What follows belongs to an exercise in optimizing a design on an open flow for small area, a short achievable clock period and few clock cycles per item; a production flow would make more cautious choices.
The RTL was checked by simulation tests, not by an equivalence proof against the original design.
No activity file was given, so power comes from the tool's default toggle rates.

[config.mk]
export PLATFORM = sky130hd
export DESIGN_NAME = nonpreemptive_process_scheduler
export DESIGN_NICKNAME = nonpreemptive_process_scheduler
export VERILOG_FILES = /design/flow/design.v
export SDC_FILE = /design/flow/constraint.sdc
export NUM_CORES = 4
export LEC_CHECK = 0
export CAP_MARGIN = 20
export CORE_MARGIN = 2
export CORE_UTILIZATION = 40
export SLEW_MARGIN = 20
[constraint.sdc]
create_clock -name core_clock -period 5.5 [get_ports {i_clk}]
set_input_delay 1.1000 -clock core_clock [delete_from_list [all_inputs] [get_ports {i_clk}]]
set_output_delay 1.1000 -clock core_clock [all_outputs]
set_load 0.01 [all_outputs]
[design.v]
`default_nettype none
package nps_pkg;
    localparam int NUM_PROCESSES_DEF = 8;
    localparam int ARR_W      = 16;
    localparam int BUR_W      = 16;
    localparam int PRI_W      = 8;
    localparam int KEY_W      = 16;
    localparam int TIME_W     = 24;
    localparam int PROC_W     = 3;
    localparam int MODE_W     = 2;
    localparam int CTX_W      = 8;
    localparam int CFG_IDX_W  = 1;
    localparam int CFG_DATA_W = 8;
    localparam logic [MODE_W-1:0] MODE_FCFS = 2'd0;
    localparam logic [MODE_W-1:0] MODE_SJF  = 2'd1;
    localparam logic [MODE_W-1:0] MODE_PRIO = 2'd2;
    localparam logic [CFG_IDX_W-1:0] REG_MODE   = 1'b0;
    localparam logic [CFG_IDX_W-1:0] REG_CTX_SW = 1'b1;
    typedef struct packed {
        logic [ARR_W-1:0] arrival;
        logic [BUR_W-1:0] burst;
        logic [PRI_W-1:0] prio;
    } t_rec;
    localparam int REC_W = ARR_W + BUR_W + PRI_W;
    function automatic logic [KEY_W-1:0] key_of(input logic [MODE_W-1:0] mode,
                                                input t_rec rec);
        logic [KEY_W-1:0] key;
        unique case (mode)
            MODE_FCFS: key = rec.arrival;
            MODE_SJF:  key = rec.burst;
            default:   key = {{(KEY_W-PRI_W){1'b0}}, rec.prio};
        endcase
        key_of = key;
    endfunction
endpackage
`default_nettype wire
`default_nettype none
module nps_ram #(
    parameter int WIDTH = 8,
    parameter int DEPTH = 8
) (
    input  wire logic                                  i_clk,
    input  wire logic                                  i_we,
    input  wire logic [(DEPTH > 1 ? $clog2(DEPTH) : 1)-1:0] i_waddr,
    input  wire logic [WIDTH-1:0]                      i_wdata,
    input  wire logic [(DEPTH > 1 ? $clog2(DEPTH) : 1)-1:0] i_raddr,
    output logic      [WIDTH-1:0]                      o_rdata
);
    logic [WIDTH-1:0] r_mem [DEPTH];
    always_ff @(posedge i_clk) begin
        if (i_we) begin
            r_mem[i_waddr] <= i_wdata;
        end
        o_rdata <= r_mem[i_raddr];
    end
endmodule
`default_nettype wire
`default_nettype none
module nonpreemptive_process_scheduler #(
    parameter int NUM_PROCESSES = nps_pkg::NUM_PROCESSES_DEF
) (
    input  wire logic                             i_clk,
    input  wire logic                             i_rst_n,
    input  wire logic                             i_cfg_we,
    input  wire logic [nps_pkg::CFG_IDX_W-1:0]    i_cfg_idx,
    input  wire logic [nps_pkg::CFG_DATA_W-1:0]   i_cfg_data,
    input  wire logic                             i_req_valid,
    output      logic                             o_req_ready,
    input  wire logic [nps_pkg::ARR_W-1:0]        i_req_arrival_time,
    input  wire logic [nps_pkg::BUR_W-1:0]        i_req_burst_time,
    input  wire logic [nps_pkg::PRI_W-1:0]        i_req_priority_level,
    input  wire logic                             i_req_last_process,
    output      logic                             o_res_valid,
    input  wire logic                             i_res_ready,
    output      logic [nps_pkg::PROC_W-1:0]       o_res_process,
    output      logic [nps_pkg::TIME_W-1:0]       o_res_start_time,
    output      logic [nps_pkg::TIME_W-1:0]       o_res_finish_time,
    output      logic [nps_pkg::TIME_W-1:0]       o_res_waiting_time,
    output      logic [nps_pkg::TIME_W-1:0]       o_res_end_time,
    output      logic                             o_res_last_result
);
    localparam int IW = (NUM_PROCESSES > 1) ? $clog2(NUM_PROCESSES) : 1;
    localparam int CW = $clog2(NUM_PROCESSES + 1);
    localparam int TW = nps_pkg::TIME_W;
    typedef enum logic [1:0] {
        ST_LOAD,
        ST_SCAN,
        ST_RESOLVE
    } t_state;
    t_state                         r_state;
    logic [nps_pkg::MODE_W-1:0]     r_mode;
    logic [nps_pkg::CTX_W-1:0]      r_ctx;
    logic [CW-1:0]                  r_count;
    logic [CW-1:0]                  r_n;
    logic [CW-1:0]                  r_picks;
    logic [CW-1:0]                  r_scan_idx;
    logic                           r_rd_vld;
    logic [CW-1:0]                  r_rd_idx;
    logic [NUM_PROCESSES-1:0]       r_done;
    logic [TW-1:0]                  r_clock;
    logic                           r_first;
    logic                           r_f_vld;
    logic [nps_pkg::KEY_W-1:0]      r_f_key;
    logic [IW-1:0]                  r_f_idx;
    logic [nps_pkg::ARR_W-1:0]      r_f_arr;
    logic [nps_pkg::BUR_W-1:0]      r_f_bur;
    logic                           r_g_vld;
    logic [nps_pkg::KEY_W-1:0]      r_g_key;
    logic [IW-1:0]                  r_g_idx;
    logic [nps_pkg::ARR_W-1:0]      r_g_arr;
    logic [nps_pkg::BUR_W-1:0]      r_g_bur;
    logic                           r_out_vld;
    logic [nps_pkg::PROC_W-1:0]     r_out_proc;
    logic [TW-1:0]                  r_out_start;
    logic [TW-1:0]                  r_out_finish;
    logic [TW-1:0]                  r_out_wait;
    logic [TW-1:0]                  r_out_end;
    logic                           r_out_last;
    nps_pkg::t_rec                  wr_rec;
    nps_pkg::t_rec                  rd_rec;
    logic [nps_pkg::REC_W-1:0]      ram_rdata;
    logic                           ram_we;
    logic [IW-1:0]                  ram_raddr;
    logic                           in_acc;
    logic                           out_acc;
    logic                           out_free;
    logic                           out_load;
    logic                           closes_batch;
    logic                           scan_issue;
    logic [CW-1:0]                  last_idx;
    logic [nps_pkg::KEY_W-1:0]      rd_key;
    logic [TW-1:0]                  rd_arr_ext;
    logic                           rd_undone;
    logic                           rd_arrived;
    logic                           sel_f;
    logic [IW-1:0]                  sel_idx;
    logic [nps_pkg::ARR_W-1:0]      sel_arr;
    logic [nps_pkg::BUR_W-1:0]      sel_bur;
    logic [TW-1:0]                  sel_start;
    logic [TW-1:0]                  sel_finish;
    logic [TW-1:0]                  sel_wait;
    logic [TW-1:0]                  sel_end;
    logic [IW+nps_pkg::PROC_W-1:0]  sel_idx_ext;
    logic                           sel_last;
    assign o_req_ready = (r_state == ST_LOAD);
    assign in_acc      = i_req_valid && o_req_ready;
    assign out_acc     = r_out_vld && i_res_ready;
    assign out_free    = !r_out_vld || i_res_ready;
    assign out_load    = (r_state == ST_RESOLVE) && out_free;
    assign o_res_valid        = r_out_vld;
    assign o_res_process      = r_out_proc;
    assign o_res_start_time   = r_out_start;
    assign o_res_finish_time  = r_out_finish;
    assign o_res_waiting_time = r_out_wait;
    assign o_res_end_time     = r_out_end;
    assign o_res_last_result  = r_out_last;
    assign closes_batch = i_req_last_process ||
                          (r_count == CW'(NUM_PROCESSES - 1));
    assign wr_rec.arrival = i_req_arrival_time;
    assign wr_rec.burst   = i_req_burst_time;
    assign wr_rec.prio    = i_req_priority_level;
    assign ram_we         = in_acc;
    assign scan_issue     = (r_state == ST_SCAN) && (r_scan_idx < r_n);
    assign ram_raddr      = r_scan_idx[IW-1:0];
    nps_ram #(
        .WIDTH (nps_pkg::REC_W),
        .DEPTH (NUM_PROCESSES)
    ) u_ram (
        .i_clk   (i_clk),
        .i_we    (ram_we),
        .i_waddr (r_count[IW-1:0]),
        .i_wdata (wr_rec),
        .i_raddr (ram_raddr),
        .o_rdata (ram_rdata)
    );
    assign rd_rec     = nps_pkg::t_rec'(ram_rdata);
    assign rd_key     = nps_pkg::key_of(r_mode, rd_rec);
    assign rd_arr_ext = {{(TW-nps_pkg::ARR_W){1'b0}}, rd_rec.arrival};
    assign rd_undone  = !r_done[r_rd_idx[IW-1:0]];
    assign rd_arrived = rd_undone && !r_first && (rd_arr_ext <= r_clock);
    assign last_idx   = r_n - CW'(1);
    assign sel_f       = r_f_vld;
    assign sel_idx     = sel_f ? r_f_idx : r_g_idx;
    assign sel_arr     = sel_f ? r_f_arr : r_g_arr;
    assign sel_bur     = sel_f ? r_f_bur : r_g_bur;
    assign sel_start   = sel_f ? r_clock : {{(TW-nps_pkg::ARR_W){1'b0}}, r_g_arr};
    assign sel_finish  = sel_start + {{(TW-nps_pkg::BUR_W){1'b0}}, sel_bur};
    assign sel_wait    = sel_start - {{(TW-nps_pkg::ARR_W){1'b0}}, sel_arr};
    assign sel_end     = sel_finish + {{(TW-nps_pkg::CTX_W){1'b0}}, r_ctx};
    assign sel_idx_ext = {{nps_pkg::PROC_W{1'b0}}, sel_idx};
    assign sel_last    = (r_picks == last_idx);
    always_ff @(posedge i_clk) begin
        if (!i_rst_n) begin
            r_state   <= ST_LOAD;
            r_mode    <= nps_pkg::MODE_FCFS;
            r_ctx     <= '0;
            r_count   <= '0;
            r_n       <= '0;
            r_picks   <= '0;
            r_scan_idx <= '0;
            r_rd_vld  <= 1'b0;
            r_rd_idx  <= '0;
            r_done    <= '0;
            r_clock   <= '0;
            r_first   <= 1'b0;
            r_f_vld   <= 1'b0;
            r_g_vld   <= 1'b0;
            r_out_vld <= 1'b0;
        end else begin
            if (i_cfg_we) begin
                unique case (i_cfg_idx)
                    nps_pkg::REG_MODE:   r_mode <= i_cfg_data[nps_pkg::MODE_W-1:0];
                    nps_pkg::REG_CTX_SW: r_ctx  <= i_cfg_data[nps_pkg::CTX_W-1:0];
                    default: ;
                endcase
            end
            if (out_acc && !out_load) begin
                r_out_vld <= 1'b0;
            end
            r_rd_vld <= scan_issue;
            r_rd_idx <= r_scan_idx;
            unique case (r_state)
                ST_LOAD: begin
                    if (in_acc) begin
                        r_count <= r_count + CW'(1);
                        if (closes_batch) begin
                            r_n        <= r_count + CW'(1);
                            r_picks    <= '0;
                            r_done     <= '0;
                            r_first    <= 1'b1;
                            r_scan_idx <= '0;
                            r_f_vld    <= 1'b0;
                            r_g_vld    <= 1'b0;
                            r_state    <= ST_SCAN;
                        end
                    end
                end
                ST_SCAN: begin
                    if (scan_issue) begin
                        r_scan_idx <= r_scan_idx + CW'(1);
                    end
                    if (r_rd_vld) begin
                        if (rd_arrived && (!r_f_vld || rd_key < r_f_key)) begin
                            r_f_vld <= 1'b1;
                            r_f_key <= rd_key;
                            r_f_idx <= r_rd_idx[IW-1:0];
                            r_f_arr <= rd_rec.arrival;
                            r_f_bur <= rd_rec.burst;
                        end
                        if (rd_undone && (!r_g_vld || rd_rec.arrival < r_g_arr ||
                            (rd_rec.arrival == r_g_arr && rd_key < r_g_key))) begin
                            r_g_vld <= 1'b1;
                            r_g_key <= rd_key;
                            r_g_idx <= r_rd_idx[IW-1:0];
                            r_g_arr <= rd_rec.arrival;
                            r_g_bur <= rd_rec.burst;
                        end
                        if (r_rd_idx == last_idx) begin
                            r_state <= ST_RESOLVE;
                        end
                    end
                end
                ST_RESOLVE: begin
                    if (out_free) begin
                        r_out_vld    <= 1'b1;
                        r_out_proc   <= sel_idx_ext[nps_pkg::PROC_W-1:0];
                        r_out_start  <= sel_start;
                        r_out_finish <= sel_finish;
                        r_out_wait   <= sel_wait;
                        r_out_end    <= sel_end;
                        r_out_last   <= sel_last;
                        r_clock      <= sel_end;
                        r_first      <= 1'b0;
                        r_scan_idx   <= '0;
                        r_f_vld      <= 1'b0;
                        r_g_vld      <= 1'b0;
                        if (sel_last) begin
                            r_count <= '0;
                            r_picks <= '0;
                            r_done  <= '0;
                            r_state <= ST_LOAD;
                        end else begin
                            r_done[sel_idx] <= 1'b1;
                            r_picks         <= r_picks + CW'(1);
                            r_state         <= ST_SCAN;
                        end
                    end
                end
                default: r_state <= ST_LOAD;
            endcase
        end
    end
endmodule
`default_nettype wire
[run.sh]
#!/bin/bash
# synth_recipe.tcl (not shown) runs the flow's synth.tcl, then flattens the netlist and writes it again
# the make line also repeats each setting of config.mk as NAME=value (left out here)
make -C /OpenROAD-flow-scripts/flow DESIGN_CONFIG=/design/flow/config.mk WORK_HOME=/design/flow/orfs CLKGATE_MAP_FILE= SYNTH_SCRIPT=/design/flow/synth_recipe.tcl finish
==> flow_metrics.tcl <==
set metrics [dict create \
    status "timing/DRC/antenna clean" \
    cts_tree "done" \
    drv_slew 0 \
    p_int_mw 8.46 \
    r2r.worst_path.cells 16 \
    grt_overflow 0 \
    hpwl_mm 41.3 \
    antenna_found_initial 4 \
    syn_area_mm2 0.0269 \
    drv_cap 0 \
    drt-wirelength-per-cell_um 21.8 \
    place.gp.congestion 0.886 \
    wirelength_mm 63.2 \
    reg2reg_slack_ps 480 \
    fill_cells 5660 \
    hp-start "u_ram.o_rdata[18]" \
    rsz0062_at_grt "no" \
    synthCells 1777 \
    final_core_utilization_pct 47.8 \
    initial_utilization_pct 40.2 \
    clk_latency_ps 620 \
    yosys_register_bits 631 \
    synthTopCellsByArea "edfxtp_1 (58%), dfxtp_1 (8.1%), mux4_2 (6.9%)" \
    cp.arrival_ps 5570 \
    clock_power_share_pct 44.3 \
    crit_type "reg2reg" \
    drt-initial-drc-count 1097 \
    synth_edf_count 522 \
    cp-startpoint "r_f_vld" \
    finalSetupTns_ps 0 \
    period_share_pct 91.3 \
    regArea_mm2 0.0179 \
    final_layout_size_suffix_gt1_share_pct 14.7 \
    grt_max_degree 56 \
    cts.sinks 631 \
    drc_errors 0 \
    min_delay_worst_endpoint "r_g_bur[10]" \
    grt_pass1_wl_mm 95.1 \
    nets 2141 \
    worstReg2RegEnd "r_clock[22]" \
    ys_warn_count 2 \
    syn_avg_cell_area_um2 15.1 \
    power.density_mw_per_mm2 338 \
    yosys.area.top_type "edfxtp_1" \
    synth_most_common_cell "edfxtp_1" \
    std_cell_rows 95 \
    startpoint_type "register" \
    multiInputGateArea_mm2 0.00846 \
    portBuffers 156 \
    cts_buffers 70 \
    hold_viol 0 \
    vias_per_cell 5.29 \
    cts_buffer_depth 3 \
    critPathCaptureType "register" \
    p_leak_nw 11.0 \
    swShare_pct 21.8 \
    route.antenna.remaining_nets 0 \
    holdPathStages 0 \
    synth-main-ff-cell "edfxtp_1" \
    hold_class "reg2reg" \
    comb_power_share_pct 5.6 \
    vias 15400 \
    seq_area_frac_synth_pct 66.4 \
    pwr-share-seq_pct 50.0 \
    holdBufCountCts 0 \
    io-pin-count 157 \
    htreeDepth 3 \
    cts_setup_buffers 0 \
    syn_to_final_growth_pct 18.9 \
    fin_worst_skew_ps 29.4 \
    cp_max_fo 39 \
    die_w_um 263 \
    tightestPinTransition_ps 987 \
    grt_pass1_vias 15600 \
    fp.coreArea_mm2 0.0669 \
    clk_pin_slew_ps 60 \
    firstDrtPassIters 5 \
    grt_use_total_pct 18.2 \
    synth_common_cells "edfxtp_1 (522), nand2_1 (120), ha_1 (112), dfxtp_1 (109), inv_1 (102)" \
    synthArstFlopShare_pct 0 \
    fin_crit_ps 5020 \
    finalSetupViolCount 0 \
    slew_headroom_pct 34.2 \
    timing.fmax_ghz 0.199 \
    die_h_um 263 \
    ir_drop_mv 0.203 \
    timing.rr.start "r_f_vld" \
    root_buffer "clkbuf_16" \
    ys_types 76 \
    synth.top_cell.area_share_pct 58.3 \
    required_ps 6050 \
    die_area_mm2 0.0693 \
    power_switching_mw 2.36 \
    postSynthNetCount 1947 \
]
## cell families (layout without fill, tap and decap cells)
| group | Yosys count | count (layout) | share of synthesized area (%) |
|---|---|---|---|
| DFF | 631 | 631 | 66.4 |
| other | 0 | 1 | 0 |
| muxes | 177 | 177 | 10.7 |
| and+or+nand+nor | 364 | 364 | 6.50 |
| AOI/OAI and AO/OA | 254 | 254 | 6.18 |
| buffers and inverters | 163 | 415 | 2.41 |
| xor gates and xnor gates | 73 | 73 | 2.41 |
| adders and majority gates | 115 | 115 | 5.43 |
## cell type report
class	count	share of cell area, %
repair buffers	181	5.55
flip-flops and latches	631	55.9
well taps	873	3.42
diodes	1	0.00783
multi-input cells	983	26.5
clock inverters	30	1.30
inverters	104	1.23
clock buffers	100	6.15
## what timing repair did
| action | 4_1_cts | 5_1_grt |
|---|---|---|
| resized for setup | 0 | 1 |
| setup endpoints to repair | 0 | 1 |
| endpoints found under the hold margin | 0 | 0 |
## cells in the final DEF, fill, tap and decap left out, types with 9 or more instances in the layout
| master | instances |
|---|---|
| xnor2_1 | 51 |
| clkdlybuf4s50_1 | 156 |
| nand2b_1 | 16 |
| mux4_2 | 82 |
| dfxtp_1 | 105 |
| edfxtp_1 | 522 |
| nor3_1 | 16 |
| nor2_1 | 96 |
| clkbuf_1 | 21 |
| o21a_1 | 22 |
| nand4_1 | 16 |
| a211oi_1 | 18 |
| o211ai_1 | 9 |
| ha_1 | 112 |
| mux2i_1 | 38 |
| a21oi_1 | 66 |
| a31oi_1 | 9 |
| nand3_1 | 30 |
| o21ai_0 | 57 |
| xor2_1 | 21 |
| clkbuf_16 | 71 |
| nor2b_1 | 13 |
| and2_1 | 11 |
| mux2_2 | 57 |
| buf_4 | 23 |
| nand2_1 | 120 |
| a21o_1 | 20 |
| inv_1 | 102 |
## through the flow
step	std cells	setup slack, ps	hold slack [ps]	area, µm²	power, mW
final	2903	477	459	32000	10.8
after global routing	2902	147	477	32000	11.2
after CTS	2902	453	462	32000	10.9
after detailed placement	2772	481	448	29600	6.13
after global placement	2772	603	446	29600	6.11
after floorplan	1777	-474	420	26900	5.85
## worst max-delay path by stage
| stage | end | depth (start not counted) |
|---|---|---|
| after detailed placement | r_clock[22] | 16 |
| final | r_clock[22] | 16 |
| after global placement | r_clock[22] | 16 |
| after CTS | r_clock[22] | 16 |
| after global routing | r_out_end[23] | 22 |
| after floorplan | u_ram.r_mem[1][0] | 2 |
## power by group through the flow
| stage | Clock, mW | Combinational (mW) | Sequential (mW) |
|---|---|---|---|
| floorplan | 0 | 0.419 | 5.44 |
| global placement | 0 | 0.601 | 5.51 |
| CTS | 4.91 | 0.618 | 5.42 |
| detailed placement | 0 | 0.613 | 5.52 |
| finish | 4.80 | 0.608 | 5.41 |
| global route | 5.12 | 0.677 | 5.42 |
## worst max-delay path, stage by stage, from the launching register on
cell and delay, ps:
dfxtp_2 560, buf_4 470, mux2_2 390, ha_1 360
o211ai_1 130, a21oi_2 200, nor2_1 80, xnor2_1 160
ha_1 380, nor3_1 80, nor2_1 90, o41ai_1 110
or4b_4 540, nor4_4 500, nand4_4 220, or4_1 570
nand3_1 100
## layer usage
metal | routed length (µm) | GRT usage, % | vias up | share of wire [%]
li1 | - | - | 7170 | -
met1 | 27100 | 23.7 | 7650 | 43
met2 | 30400 | 29.9 | 422 | 48
met3 | 3770 | 4.27 | 113 | 6.0
met4 | 1910 | 6.66 | 6 | 3.0
met5 | 38 | 0 | - | 0.060
## state kept, by name, summed over array words and instances (netlist names), 8 cells and up
name           count
r_g_key           16
r_g_bur           16
r_done             8
r_ctx              8
r_out_end         24
u_ram.r_mem      320
r_f_arr           16
r_f_bur           16
r_out_start       24
r_out_wait        24
r_out_finish      24
r_f_key           16
u_ram.o_rdata     40
r_g_arr           16
r_clock           24
Testbench counts, summed over its fixed seeds: cycles 24,420, items 2,397.

-- afterwards: timing with drivers on the ports --
The results above use ideal ports. As a check the final layout listed here was re-extracted and re-timed, cells and wires unchanged.
Step 1, drivers: a clkbuf_16 drives i_clk and a buf_2 each remaining input, both assumed.
Step 2 moves the port delays by t, midway between the first and last clock arrival at a register: inputs arrive t later, outputs are due t later. That takes back most of the time a late clock gives input paths.
Slacks: ideal ports / drivers / drivers and shift; pairs: ideal ports / drivers.
t (ns): 0.667
slack for setup (ns): 0.477 / 0.477 / 0.477
worst hold slack (ns): 0.459 / 0.459 / 0.459
worst setup path after step 2: register to register
After both steps setup and hold are still met in this run. The setup slack of this run moves by 0.000 ns with the drivers and by 0.000 ns with both steps.
